What follows belongs to an exercise in optimizing a design on an open flow for small area; a production flow would make more cautious choices.
At most, simulation tests tie the RTL to the original design; equivalence was not proved. No driver is modelled on the clock port, so clocking that relies on it looks cheaper here than on a real chip.

==> umber <==
==> flow/design.v <==
package axil_mem_pkg;
    typedef enum logic [1:0] {
        RESP_OKAY   = 2'b00,
        RESP_SLVERR = 2'b10,
        RESP_DECERR = 2'b11
    } resp_t;
    localparam logic [7:0] ERR_CNT_MAX = 8'hFF;
    function automatic logic [7:0] err_sat_add(input logic [7:0] cnt, input logic [1:0] inc);
        logic [8:0] sum;
        sum = {1'b0, cnt} + {7'b0, inc};
        err_sat_add = sum[8] ? ERR_CNT_MAX : sum[7:0];
    endfunction
endpackage
module axil_mem_core
#(
    parameter int DATA_WIDTH   = 32,
    parameter int DATA_DEPTH   = 64,
    parameter int ADDR_WIDTH   = 8,
    parameter int RO_LIMIT     = 10,
    parameter int READ_LATENCY = 2
) (
    input  logic                    clk,
    input  logic                    resetn,
    input  logic                    WEN,
    input  logic [ADDR_WIDTH-1:0]   AWADDR,
    input  logic [DATA_WIDTH/8-1:0] WSTRB,
    input  logic [DATA_WIDTH-1:0]   WDATA,
    output logic [1:0]              WRESP,
    output logic                    WDONE,
    input  logic                    REN,
    input  logic [ADDR_WIDTH-1:0]   ARADDR,
    output logic [DATA_WIDTH-1:0]   RDATA,
    output logic [1:0]              RRESP,
    output logic                    RDONE,
    output logic [7:0]              ERR_CNT
);
    localparam int NBYTES = DATA_WIDTH / 8;
    logic [DATA_WIDTH-1:0] mem [RO_LIMIT:DATA_DEPTH-1];
    logic w_dec, w_slv;
    assign w_dec = 32'(AWADDR) >= 32'(DATA_DEPTH);
    assign w_slv = 32'(AWADDR) <  32'(RO_LIMIT);
    genvar gi;
    generate
        for (gi = RO_LIMIT; gi < DATA_DEPTH; gi++) begin : g_word
            for (genvar gb = 0; gb < NBYTES; gb++) begin : g_byte
                always_ff @(posedge clk) begin
                    if (WEN && (32'(AWADDR) == gi) && WSTRB[gb]) begin
                        mem[gi][gb*8 +: 8] <= WDATA[gb*8 +: 8];
                    end
                end
            end
        end
    endgenerate
    logic [DATA_WIDTH-1:0] rd_dat;
    logic                  rd_dec;
    always_comb begin
        rd_dat = '0;
        for (int i = RO_LIMIT; i < DATA_DEPTH; i++) begin
            if (32'(ARADDR) == i) rd_dat = rd_dat | mem[i];
        end
        for (int i = 0; i < RO_LIMIT; i++) begin
            if (32'(ARADDR) == i) rd_dat = rd_dat | DATA_WIDTH'(RO_LIMIT - i);
        end
        rd_dec = 32'(ARADDR) >= 32'(DATA_DEPTH);
    end
    logic                  vld0, vld1, seen;
    logic [DATA_WIDTH-1:0] dat0_n, dat1_n;
    logic                  dec0, dec1;
    always_ff @(posedge clk) begin
        dat0_n <= ~rd_dat;
        dec0   <= rd_dec;
    end
    always_ff @(posedge clk) begin
        if (vld0) dat1_n <= dat0_n;
    end
    always_ff @(posedge clk or negedge resetn) begin
        if (!resetn) begin
            vld0 <= 1'b0;
            vld1 <= 1'b0;
            seen <= 1'b0;
            dec1 <= 1'b1;
        end else begin
            vld0 <= REN;
            vld1 <= vld0;
            if (vld0) begin
                seen <= 1'b1;
                dec1 <= dec0;
            end
        end
    end
    assign RDONE = vld1;
    assign RRESP = {dec1, dec1};
    assign RDATA = ~dat1_n & {DATA_WIDTH{seen}};
    always_ff @(posedge clk or negedge resetn) begin
        if (!resetn) begin
            WDONE <= 1'b0;
            WRESP <= axil_mem_pkg::RESP_DECERR;
        end else begin
            WDONE <= WEN;
            if (WEN) begin
                WRESP <= {w_dec | w_slv, w_dec};
            end
        end
    end
    logic [1:0] err_inc;
    assign err_inc = {1'b0, WDONE & WRESP[1]} + {1'b0, RDONE & dec1};
    always_ff @(posedge clk or negedge resetn) begin
        if (!resetn) begin
            ERR_CNT <= '0;
        end else begin
            ERR_CNT <= axil_mem_pkg::err_sat_add(ERR_CNT, err_inc);
        end
    end
endmodule
==> flow/run.sh <==
#!/bin/bash
# synth_recipe.tcl (not shown) runs the flow's synth.tcl, then flattens the netlist and writes it again
# the make line also repeats each setting of config.mk as NAME=value (left out here)
make -C /OpenROAD-flow-scripts/flow DESIGN_CONFIG=/design/flow/config.mk WORK_HOME=/design/flow/orfs CLKGATE_MAP_FILE= SYNTH_SCRIPT=/design/flow/synth_recipe.tcl finish
==> flow/config.mk <==
export PLATFORM = sky130hd
export DESIGN_NAME = axil_mem_core
export DESIGN_NICKNAME = axil_mem_core
export VERILOG_FILES = /design/flow/design.v
export SDC_FILE = /design/flow/constraint.sdc
export NUM_CORES = 4
export LEC_CHECK = 0
export CAP_MARGIN = 20
export CORE_MARGIN = 2
export CORE_UTILIZATION = 45
export PLACE_DENSITY = 0.6
export SLEW_MARGIN = 20
==> flow/constraint.sdc <==
create_clock -name core_clock -period 5.0 [get_ports {clk}]
set_input_delay 1.0000 -clock core_clock [delete_from_list [all_inputs] [get_ports {clk}]]
set_output_delay 1.0000 -clock core_clock [all_outputs]
set_load 0.01 [all_outputs]
==> fjord: changes against umber <==
==> flow/design.v, changed modules only <==
module axil_mem_core
#(
    parameter int DATA_WIDTH   = 32,
    parameter int DATA_DEPTH   = 64,
    parameter int ADDR_WIDTH   = 8,
    parameter int RO_LIMIT     = 10,
    parameter int READ_LATENCY = 2
) (
    input  logic                    clk,
    input  logic                    resetn,
    input  logic                    WEN,
    input  logic [ADDR_WIDTH-1:0]   AWADDR,
    input  logic [DATA_WIDTH/8-1:0] WSTRB,
    input  logic [DATA_WIDTH-1:0]   WDATA,
    output logic [1:0]              WRESP,
    output logic                    WDONE,
    input  logic                    REN,
    input  logic [ADDR_WIDTH-1:0]   ARADDR,
    output logic [DATA_WIDTH-1:0]   RDATA,
    output logic [1:0]              RRESP,
    output logic                    RDONE,
    output logic [7:0]              ERR_CNT
);
    localparam int NBYTES = DATA_WIDTH / 8;
    localparam int IDX_W  = (DATA_DEPTH > 1) ? $clog2(DATA_DEPTH) : 1;
    logic [DATA_WIDTH-1:0] mem [RO_LIMIT:DATA_DEPTH-1];
    logic w_dec, w_slv;
    assign w_dec = 32'(AWADDR) >= 32'(DATA_DEPTH);
    assign w_slv = 32'(AWADDR) <  32'(RO_LIMIT);
    genvar gi;
    generate
        for (gi = RO_LIMIT; gi < DATA_DEPTH; gi++) begin : g_word
            for (genvar gb = 0; gb < NBYTES; gb++) begin : g_byte
                always_ff @(posedge clk) begin
                    if (WEN && (32'(AWADDR) == gi) && WSTRB[gb]) begin
                        mem[gi][gb*8 +: 8] <= WDATA[gb*8 +: 8];
                    end
                end
            end
        end
    endgenerate
    localparam int NWR  = DATA_DEPTH - RO_LIMIT;
    localparam int NGRP = (NWR + 2) / 3;
    logic [3*NGRP-1:0]     rsel;
    logic [DATA_WIDTH-1:0] ro_dat;
    logic                  rd_dec;
    logic [IDX_W-1:0]      ra_idx;
    assign ra_idx = ARADDR[IDX_W-1:0];
    always_comb begin
        rsel   = '0;
        ro_dat = '0;
        for (int i = RO_LIMIT; i < DATA_DEPTH; i++) begin
            rsel[i-RO_LIMIT] = (32'(ra_idx) == i);
        end
        for (int i = 0; i < RO_LIMIT; i++) begin
            if (32'(ra_idx) == i) ro_dat = DATA_WIDTH'(RO_LIMIT - i);
        end
        rd_dec = 32'(ARADDR) >= 32'(DATA_DEPTH);
    end
    logic [DATA_WIDTH-1:0] rd_dat_n;
    generate
        for (genvar gb = 0; gb < DATA_WIDTH; gb++) begin : g_rbit
            logic [NGRP-1:0]  grp_n;
            logic [3*NGRP-1:0] wd;
            for (genvar gw = 0; gw < 3*NGRP; gw++) begin : g_wd
                if (gw < NWR) begin : g_real
                    assign wd[gw] = mem[gw+RO_LIMIT][gb];
                end else begin : g_pad
                    assign wd[gw] = 1'b0;
                end
            end
            for (genvar gg = 0; gg < NGRP; gg++) begin : g_grp
                axil_mem_aoi3 u_aoi (
                    .a (wd[3*gg +: 3]),
                    .s (rsel[3*gg +: 3]),
                    .y (grp_n[gg])
                );
            end
            if (gb < $clog2(RO_LIMIT + 1)) begin : g_ro
                axil_mem_andn #(.N(NGRP + 1)) u_or (
                    .a  ({~ro_dat[gb], grp_n}),
                    .y  (rd_dat_n[gb])
                );
            end else begin : g_rw
                axil_mem_andn #(.N(NGRP)) u_or (
                    .a  (grp_n),
                    .y  (rd_dat_n[gb])
                );
            end
        end
    endgenerate
    logic                  vld0, vld1;
    logic [DATA_WIDTH-1:0] dat0_n, dat1_n;
    logic                  dec0, dec1;
    always_ff @(posedge clk) begin
        dat0_n <= rd_dat_n;
        dec0   <= rd_dec;
    end
    always_ff @(posedge clk) begin
        if (vld0) dat1_n <= dat0_n;
    end
    always_ff @(posedge clk or negedge resetn) begin
        if (!resetn) begin
            vld0 <= 1'b0;
            vld1 <= 1'b0;
            dec1 <= 1'b1;
        end else begin
            vld0 <= REN;
            vld1 <= vld0;
            if (vld0) begin
                dec1 <= dec0;
            end
        end
    end
    assign RDONE = vld1;
    assign RRESP = {dec1, dec1};
    assign RDATA = ~(dat1_n | {DATA_WIDTH{dec1}});
    always_ff @(posedge clk or negedge resetn) begin
        if (!resetn) begin
            WDONE <= 1'b0;
            WRESP <= axil_mem_pkg::RESP_DECERR;
        end else begin
            WDONE <= WEN;
            if (WEN) begin
                WRESP <= {w_dec | w_slv, w_dec};
            end
        end
    end
    logic [1:0] err_inc;
    assign err_inc = {1'b0, WDONE & WRESP[1]} + {1'b0, RDONE & dec1};
    always_ff @(posedge clk or negedge resetn) begin
        if (!resetn) begin
            ERR_CNT <= '0;
        end else begin
            ERR_CNT <= axil_mem_pkg::err_sat_add(ERR_CNT, err_inc);
        end
    end
endmodule
module axil_mem_aoi3 (
    input  logic [2:0] a,
    input  logic [2:0] s,
    output logic       y
);
    assign y = ~|(a & s);
endmodule
module axil_mem_andn #(
    parameter int N = 18
) (
    input  logic [N-1:0] a,
    output logic         y
);
    logic [3:0] h;
    logic       z;
    for (genvar k = 0; k < 4; k++) begin : g_nand
        axil_mem_nand4 u_nand (.a(a[4*k +: 4]), .y(h[k]));
    end
    if (N <= 18) begin : g_n2
        logic [1:0] zz;
        axil_mem_nor2 u_nor0 (.a(h[1:0]), .y(zz[0]));
        axil_mem_nor2 u_nor1 (.a(h[3:2]), .y(zz[1]));
        axil_mem_andw #(.W(N - 14)) u_and (.a({a[N-1:16], zz}), .y(y));
    end else begin : g_n4
        axil_mem_nor4 u_nor (.a(h), .y(z));
        axil_mem_andw #(.W(N - 15)) u_and (.a({a[N-1:16], z}), .y(y));
    end
endmodule
module axil_mem_nand4 (
    input  logic [3:0] a,
    output logic       y
);
    assign y = ~&a;
endmodule
module axil_mem_nor2 (
    input  logic [1:0] a,
    output logic       y
);
    assign y = ~|a;
endmodule
module axil_mem_nor4 (
    input  logic [3:0] a,
    output logic       y
);
    assign y = ~|a;
endmodule
module axil_mem_andw #(
    parameter int W = 3
) (
    input  logic [W-1:0] a,
    output logic         y
);
    assign y = &a;
endmodule
==> flow/flow/run.sh (new file) <==
#!/bin/bash
set -e
export BUFFER_PORTS_ARGS="-buffer_cell sky130_fd_sc_hd__buf_1"
export CTS_ARGS="-sink_clustering_enable -repair_clock_nets -dont_use_dummy_load -buf_list sky130_fd_sc_hd__clkbuf_16 -sink_clustering_size 30 -sink_clustering_max_diameter 100"
bash standard.sh finish > standard.log 2>&1
==> flow/standard.sh (new file) <==
#!/bin/bash
# synth_recipe.tcl (not shown) runs the flow's synth.tcl, then flattens the netlist and writes it again
# the make line also repeats each setting of config.mk as NAME=value (left out here)
make -C /OpenROAD-flow-scripts/flow DESIGN_CONFIG=/design/flow/config.mk WORK_HOME=/design/flow/orfs CLKGATE_MAP_FILE= SYNTH_SCRIPT=/design/flow/synth_recipe.tcl "${@:-finish}"
- CAP_MARGIN: 20 -> 0
- CORE_UTILIZATION: 45 -> 60
- CTS_BUF_LIST: not set -> sky130_fd_sc_hd__clkbuf_16
- CTS_CLUSTER_DIAMETER: not set -> 100
- CTS_CLUSTER_SIZE: not set -> 30
- PLACE_DENSITY: 0.6 -> 0.75
- SLEW_MARGIN: 20 -> 0
- SYNTH_HIERARCHICAL: not set -> 1
- SYNTH_MINIMUM_KEEP_SIZE: not set -> 0
removed: flow/run.sh
==> comparison <==
- Between umber and fjord, the lower register-to-register slack is in fjord (gap 280 ps).
- In umber the sequential share of layout area is lower than in fjord, by 11 points.
- Against fjord, the die area of umber is higher by 42%.
- Of fjord and umber, umber has the higher area after synthesis (gap 6.3%, measured against umber).
- In umber the maximum frequency is lower than in fjord, by about 11%.
- Against fjord, the setup slack of umber is worse by 420 ps.
- In fjord the core utilization is higher than in umber, by 12 points.
- In fjord the non-clock buffer count is lower than in umber, by 235.
- Design area: umber is larger than fjord (16%).
- Against fjord, the clock skew of umber is lower by 38 ps.
- Via count: umber is higher than fjord (about 24%).
For umber, only the layout was checked, not whether the RTL still works.

-- port drivers added, routing unchanged --
In the flow no input, the clock included, has a driving cell. The finished layouts below were timed again as built, in two steps.
Step 1 (the two cells are an assumption about what drives the block):
set clk [get_ports {clk}]
set_driving_cell -lib_cell sky130_fd_sc_hd__clkbuf_16 $clk
set_driving_cell -lib_cell sky130_fd_sc_hd__buf_2 [delete_from_list [all_inputs] $clk]
Step 2 moves the port delays by t, midway between the first and last clock arrival at a register: inputs arrive t later, outputs are due t later. That takes back most of the time a late clock gives input paths.
a / b / c = ideal ports / drivers / drivers and shift; a / b = the first two.
| run | t, ns | setup WS [ns] | worst setup path after step 2 | cell pins on the clock port's net |
|---|---|---|---|---|
| umber | 0.913 | 1.151 / 1.090 / 0.297 | input to register | 1 |
| fjord | 0.726 | 1.572 / 1.497 / 0.909 | input to register | 1 |
After both steps setup and hold are still met in every run listed. The setup slack of umber, which loses most, moves by -0.061 ns with the drivers and by -0.854 ns with both steps.
